Context: an optimization exercise on an open-source flow, tuned for small area and a short achievable clock period. The choices shown serve that exercise and are no tape-out recipe. At most, simulation tests tie the RTL to the original design; equivalence was not proved.

==> try-maple: inputs <==
Design fm_receiver, start of the top module:
module fm_receiver #(
  parameter int FRAME_LEN = 16
) (
  input  logic        ap_clk,
  input  logic        ap_rst_n,
  input  logic        ap_start,
  output logic        ap_done,
  output logic        ap_idle,
  output logic        ap_ready,
  input  logic [31:0] iq_in_V_TDATA,
  input  logic        iq_in_V_TVALID,
  output logic        iq_in_V_TREADY,
  output logic [31:0] audio_out_V_TDATA,
  output logic        audio_out_V_TVALID,
  input  logic        audio_out_V_TREADY,
  output logic [3:0]  led_out_V,
  input  logic [5:0]  s_axi_API_AWADDR,
  input  logic        s_axi_API_AWVALID,
  output logic        s_axi_API_AWREADY,
  input  logic [31:0] s_axi_API_WDATA,
  input  logic        s_axi_API_WVALID,
  output logic        s_axi_API_WREADY,
  output logic [1:0]  s_axi_API_BRESP,
  output logic        s_axi_API_BVALID,
  input  logic        s_axi_API_BREADY,
  input  logic [5:0]  s_axi_API_ARADDR,
  input  logic        s_axi_API_ARVALID,
  output logic        s_axi_API_ARREADY,
  output logic [31:0] s_axi_API_RDATA,
  output logic [1:0]  s_axi_API_RRESP,
  output logic        s_axi_API_RVALID,
  input  logic        s_axi_API_RREADY
);
Settings: LEC_CHECK=0, ABC_AREA=1, CAP_MARGIN=20, CORE_MARGIN=2, CORE_UTILIZATION=40, SETUP_SLACK_MARGIN=5, SLEW_MARGIN=20; clock period 11.0 ns.
run.sh (not shown) runs the stock make flow with config.mk's settings and CLKGATE_MAP_FILE= SYNTH_SCRIPT=/design/flow/synth_recipe.tcl, a recipe that flattens the netlist after the stock synthesis.
==> try-violet: changes against try-maple <==
Settings changed: SETUP_SLACK_MARGIN 5 to not set.
==> try-cedar: changes against try-maple <==
Settings changed: ABC_AREA 1 to not set, SETUP_SLACK_MARGIN 5 to not set.
==> notes <==
In sequential cell count, try-violet and try-maple do not differ. Between try-maple and try-cedar, the lower register-to-register slack is in try-maple (gap 0.47 ns). Against try-violet, the clock skew of try-maple is higher by 0.0011 ns. Die area: try-violet is smaller than try-cedar (13%). The lowest via count belongs to try-violet, the highest to try-cedar. Setup slack: try-cedar < try-violet < try-maple. Count of clock-buffer cells in the layout is the same in try-violet and try-maple. Between try-cedar and try-maple, the lower first-iteration DRC count is in try-maple (gap 27%, measured against try-maple). In try-violet the non-clock buffer count is lower than in try-maple, by 141. Hold slack: try-cedar < try-maple < try-violet.
==> figures <==
quantity	try-maple	try-violet	try-cedar
Status	timing/DRC/antenna clean	timing/DRC/antenna clean	timing/DRC/antenna clean
Proportion of cell area occupied by multi-input gates	0.6151	0.6218	0.6806
Total of clock buffers placed in the layout	21	21	17
Fraction of area in non-clock buffers	0.09283	0.05845	0.06221
Via count of the first global-routing pass	22,570	21,910	25,370
Final non-filler cell area	30,730 µm²	27,510 µm²	31,110 µm²
Die width	254.5 µm	254.5 µm	272.8 µm
Die height	254.5 µm	254.5 µm	272.8 µm
Tap cell instance count	837	837	950
Worst setup path startpoint	cs_a[0]	cs_a[0]	cs_a[14]
Clock insertion delay at the later pin of the skew report	0.48 ns	0.48 ns	0.50 ns
Register-to-register setup slack	4.90 ns	4.76 ns	5.37 ns
Met3 Resource Use GR	0.03654	0.03429	0.02610
Clk_skew	0.02173 ns	0.02063 ns	0.02324 ns
Number of rows created at floorplan	91	91	98
Adder and majority cell fraction of the synthesized area	0.2244	0.2244	0.2150
Initial DRC count	2,318	2,170	2,936
Detailed-placement wirelength estimate	60,000 µm	60,000 µm	73,040 µm
Metal2 WL	37,860 µm	35,680 µm	46,740 µm

========
==> onyx <==
fm_receiver, a different RTL version from the one above (not shown whole).
==> flow/config.mk <==
export PLATFORM = sky130hd
export DESIGN_NAME = fm_receiver
export DESIGN_NICKNAME = fm_receiver
export VERILOG_FILES = /design/flow/design.v
export SDC_FILE = /design/flow/constraint.sdc
export NUM_CORES = 4
export LEC_CHECK = 0
export CAP_MARGIN = 20
export CORE_MARGIN = 2
export CORE_UTILIZATION = 60
export PLACE_DENSITY = 0.72
export SETUP_SLACK_MARGIN = 5
export SLEW_MARGIN = 20
export SYNTH_HIERARCHICAL = 1
==> flow/constraint.sdc <==
create_clock -name core_clock -period 11.0 [get_ports {ap_clk}]
set_input_delay 2.2000 -clock core_clock [delete_from_list [all_inputs] [get_ports {ap_clk}]]
set_output_delay 2.2000 -clock core_clock [all_outputs]
set_load 0.01 [all_outputs]
standard.sh (not shown) runs the stock make flow with config.mk's settings and CLKGATE_MAP_FILE= SYNTH_SCRIPT=/design/flow/synth_recipe.tcl, a recipe that flattens the netlist after the stock synthesis.
==> flow/flow/run.sh <==
#!/bin/bash
# The standard layout, with the ports buffered by plain buffers instead of the delay cells
# buffer_ports picks by default.
set -euo pipefail
bash standard.sh BUFFER_PORTS_ARGS="-buffer_cell sky130_fd_sc_hd__buf_1" finish > flow_standard.log 2>&1
==> zinc: changes against onyx <==
==> flow/flow/run.sh (replaced) <==
#!/bin/bash
# The standard layout, with the ports buffered by plain buffers instead of the delay cells
# buffer_ports picks by default.
set -euo pipefail
bash standard.sh BUFFER_PORTS_ARGS="-buffer_cell sky130_fd_sc_hd__buf_2" SETUP_SLACK_MARGIN=5.5 finish > flow_standard.log 2>&1
- SETUP_SLACK_MARGIN: 5 -> not set
==> quartz: changes against onyx <==
==> flow/flow/run.sh (replaced) <==
#!/bin/bash
# The standard layout, with the ports buffered by plain buffers instead of the delay cells
# buffer_ports picks by default.
set -euo pipefail
bash standard.sh BUFFER_PORTS_ARGS="-buffer_cell sky130_fd_sc_hd__buf_2" finish > flow_standard.log 2>&1
- CORE_UTILIZATION: 60 -> 40
- PLACE_DENSITY: 0.72 -> not set
==> comparison <==
Of onyx and quartz, quartz has the higher clock-buffer cell count (gap 1). Flip-flop and latch count is the same in onyx and zinc. Sequential share of layout area: zinc < quartz < onyx. Cell area, lowest first: onyx, quartz, zinc. Clock skew, lowest first: zinc, onyx, quartz. The highest global-route usage belongs to zinc, the lowest to quartz. The lowest hold slack belongs to zinc, the highest to quartz.
==> figures <==
quantity                                                              onyx             quartz           zinc
Unrepaired setup endpoints after global routing                         no                 no            yes
Worst setup path startpoint                              iq_in_V_TDATA[30]  iq_in_V_TDATA[28]       cs_p[13]
HPWL after detailed placement                                45810 microns      46970 microns  45500 microns
Reg clk slew, reported paths                                       0.09 ns            0.08 ns        0.08 ns
Area taken by multi-input logic gates                        0.01581 sq mm      0.01587 sq mm  0.01685 sq mm
Cell area after layout                                       0.02333 sq mm      0.02369 sq mm  0.02551 sq mm
Worst Tran Pin Value                                              1.133 ns           1.108 ns       1.098 ns
Relative max-transition margin                                      0.2439             0.2605         0.2671
Final critical-path required period                               5.941 ns           5.962 ns       5.755 ns
Post-CTS repair timing setup buffer count                                2                  2             75
Crit path setup slack, layout                                     5.059 ns           5.038 ns       5.245 ns
Outcome                                           timing/DRC/antenna clean  timing/DRC/antenna clean  timing/DRC/antenna clean
Inst Count DP                                                         2638               2841           2614
Number of resized instances in the post-cts repair step                 38                 25            172
Final worst-path cycle share                                        0.5401             0.5420         0.5231
Global placement routability congestion                             0.9761             0.9283         0.9577
Kind of start point of the critical path                        input port         input port           flop
Critical Path Max Stage Delay                                      0.58 ns            0.58 ns        0.43 ns
Fraction of area in clock buffers and inverters                    0.02703            0.02688        0.02340
DR iter-0 viols                                                       1417               1445           1802

========
==> inputs of run a <==
Another version of the RTL of fm_receiver (not shown whole).
export LEC_CHECK = 0
export ABC_CLOCK_PERIOD_IN_PS = 3000
export CAP_MARGIN = 20
export CORE_MARGIN = 2
export CORE_UTILIZATION = 40
export SETUP_SLACK_MARGIN = 5
export SLEW_MARGIN = 20
export SYNTH_HIERARCHICAL = 1
create_clock -name core_clock -period 11.0 [get_ports {ap_clk}]
run.sh (not shown) runs the stock make flow with config.mk's settings and CLKGATE_MAP_FILE= SYNTH_SCRIPT=/design/flow/synth_recipe.tcl, a recipe that flattens the netlist after the stock synthesis.
Stock flow here: none of the scripts above is used.
==> inputs of run b, as changes to run a <==
ABC_CLOCK_PERIOD_IN_PS = unset   (was 3000)
==> impl_metrics.py <==
metrics = {
    "clock_network": {
        "clkTransAtPathRegs_ps": 80,
    },
    "status": {
        "outcome": "timing/DRC/antenna clean",
    },
    "logic_synthesis": {
        "synthDistinctLibCells": 95,
        "synth_top_area_share_pct": 21.6,
        "synth_mux_area_share_pct": 1.94,
    },
    "timing": {
        "maxSlewViolCount": 0,
        "tns_ps": 0,
    },
}
That was run b.
==> impl_metrics.py <==
metrics = {
    "status": {
        "outcome": "timing/DRC/antenna clean",
    },
    "global_routing": {
        "use_met3_pct": 5.31,
    },
    "route": {
        "dr_wl_met3_mm": 5.29,
    },
    "timing": {
        "tns_ps": 0,
        "maxSlewViolCount": 0,
    },
    "logic_synthesis": {
        "synth_top_area_share_pct": 21.6,
        "synth_mux_area_share_pct": 1.94,
    },
    "finish": {
        "area.sequential_um2": 5120,
    },
    "clock_network": {
        "clkTransAtPathRegs_ps": 80,
    },
}
That was run a.
No functional check of the RTL was part of any run of this note.

========
==> job 4147: inputs <==
fm_receiver with an RTL version that a note above also has.
==> flow/config.mk <==
export PLATFORM = sky130hd
export DESIGN_NAME = fm_receiver
export DESIGN_NICKNAME = fm_receiver
export VERILOG_FILES = /design/flow/design.v
export SDC_FILE = /design/flow/constraint.sdc
export NUM_CORES = 4
export LEC_CHECK = 0
export CAP_MARGIN = 5
export CORE_MARGIN = 2
export CORE_UTILIZATION = 60
export PLACE_DENSITY = 0.72
export SETUP_SLACK_MARGIN = 5
export SLEW_MARGIN = 5
export SYNTH_HIERARCHICAL = 1
==> flow/constraint.sdc <==
create_clock -name core_clock -period 11.0 [get_ports {ap_clk}]
set_input_delay 2.2000 -clock core_clock [delete_from_list [all_inputs] [get_ports {ap_clk}]]
set_output_delay 2.2000 -clock core_clock [all_outputs]
set_load 0.01 [all_outputs]
standard.sh (not shown) runs the stock make flow with config.mk's settings and CLKGATE_MAP_FILE= SYNTH_SCRIPT=/design/flow/synth_recipe.tcl, a recipe that flattens the netlist after the stock synthesis.
==> flow/flow/run.sh <==
#!/bin/bash
# The standard layout, with the ports buffered by plain buffers instead of the delay cells
# buffer_ports picks by default.
set -euo pipefail
bash standard.sh BUFFER_PORTS_ARGS="-buffer_cell sky130_fd_sc_hd__buf_2" finish > flow_standard.log 2>&1
==> job 4587 (differences from job 4147) <==
--- a/flow/config.mk
+++ b/flow/config.mk
@@ -5,10 +5,11 @@
 export SDC_FILE = /design/flow/constraint.sdc
 export NUM_CORES = 4
 export LEC_CHECK = 0
-export CAP_MARGIN = 5
+export CAP_MARGIN = 20
 export CORE_MARGIN = 2
 export CORE_UTILIZATION = 60
+export GPL_TIMING_DRIVEN = 0
 export PLACE_DENSITY = 0.72
 export SETUP_SLACK_MARGIN = 5
-export SLEW_MARGIN = 5
+export SLEW_MARGIN = 20
 export SYNTH_HIERARCHICAL = 1
==> job 8542 (differences from job 4147) <==
==> flow/config.mk (replaced) <==
export PLATFORM = sky130hd
export DESIGN_NAME = fm_receiver
export DESIGN_NICKNAME = fm_receiver
export VERILOG_FILES = /design/flow/design.v
export SDC_FILE = /design/flow/constraint.sdc
export NUM_CORES = 4
export LEC_CHECK = 0
export CAP_MARGIN = 20
export CORE_MARGIN = 2
export CORE_UTILIZATION = 70
export PLACE_DENSITY = 0.82
export SETUP_SLACK_MARGIN = 5
export SLEW_MARGIN = 20
export SYNTH_HIERARCHICAL = 1
==> qor summary <==
quantity	job 4147	job 4587	job 8542
Final core utilization	67.8%	69.5%	78.6%
Via count of the first global-routing pass	17100	17800	17500
Clock latency (worst-skew pair)	0.46 ns	0.47 ns	0.45 ns
Antenna diode instance count	1	0	0
Startpoint of the most critical hold path	prev_i[9]	sample_count[31]	out_any
Achievable Freq	168 MHz	167 MHz	168 MHz
Met1 Routed Length	24600 um	25000 um	22900 um
Routed met3 length	5860 um	5570 um	6950 um
Largest net degree at the start of global routing	84	54	91
Wire length of the first global-routing pass	96500 um	98900 um	96600 um
Clock transition at the registers of the reported paths	0.08 ns	0.09 ns	0.08 ns
Global-route track usage on met3	7.84%	6.11%	10.7%
Fraction of met1 tracks used by global routing	44.6%	45.2%	49.3%
Port Buffer Count	137	135	137
Via count	16800	17200	17400
Data arrival, critical path	6.14 ns	6.18 ns	6.13 ns
Signal buf overhead	5.58%	7.34%	5.34%
Result of the run	timing/DRC/antenna clean	timing/DRC/antenna clean	timing/DRC/antenna clean
Met2 Wirelength	29300 um	30800 um	29500 um
Fin Hold WS	0.457 ns	0.477 ns	0.481 ns
Unrepaired setup endpoints after global routing	yes	no	no
Worst R2R Start	prev_i[1]	prev_i[3]	prev_i[1]

[re-timing with driven ports]
How much do the figures lean on ideal ports? The routed layouts below were timed once more, with nothing changed but the port constraints.
Step 1 (the two cells are an assumption about what drives the block):
set clk [get_ports {ap_clk}]
set_driving_cell -lib_cell sky130_fd_sc_hd__clkbuf_16 $clk
set_driving_cell -lib_cell sky130_fd_sc_hd__buf_2 [delete_from_list [all_inputs] $clk]
Step 2 moves the port delays by t, midway between the first and last clock arrival at a register: inputs arrive t later, outputs are due t later. That takes back most of the time a late clock gives input paths.
Three values: ideal ports, drivers, drivers and shift; two values: the first two.
run	shift t [ns]	setup WS [ns]	pins driven straight from the clock port
try-maple	0.531	4.672 / 4.611 / 4.603	1
try-violet	0.526	2.984 / 2.927 / 3.453	1
try-cedar	0.553	2.669 / 2.604 / 3.096	1
onyx	0.505	5.059 / 5.088 / 4.583	1
zinc	0.503	5.245 / 5.191 / 4.769	1
quartz	0.526	5.038 / 5.067 / 4.545	1
run a	0.548	4.516 / 4.463 / 4.550	1
run b	0.548	4.516 / 4.463 / 4.550	1
job 4147	0.508	5.055 / 5.090 / 4.582	1
job 4587	0.512	5.024 / 5.061 / 4.548	1
job 8542	0.494	5.047 / 5.054 / 4.585	1
After both steps setup and hold are still met in every run listed. The setup slack of quartz, which loses most, moves by +0.029 ns with the drivers and by -0.493 ns with both steps.
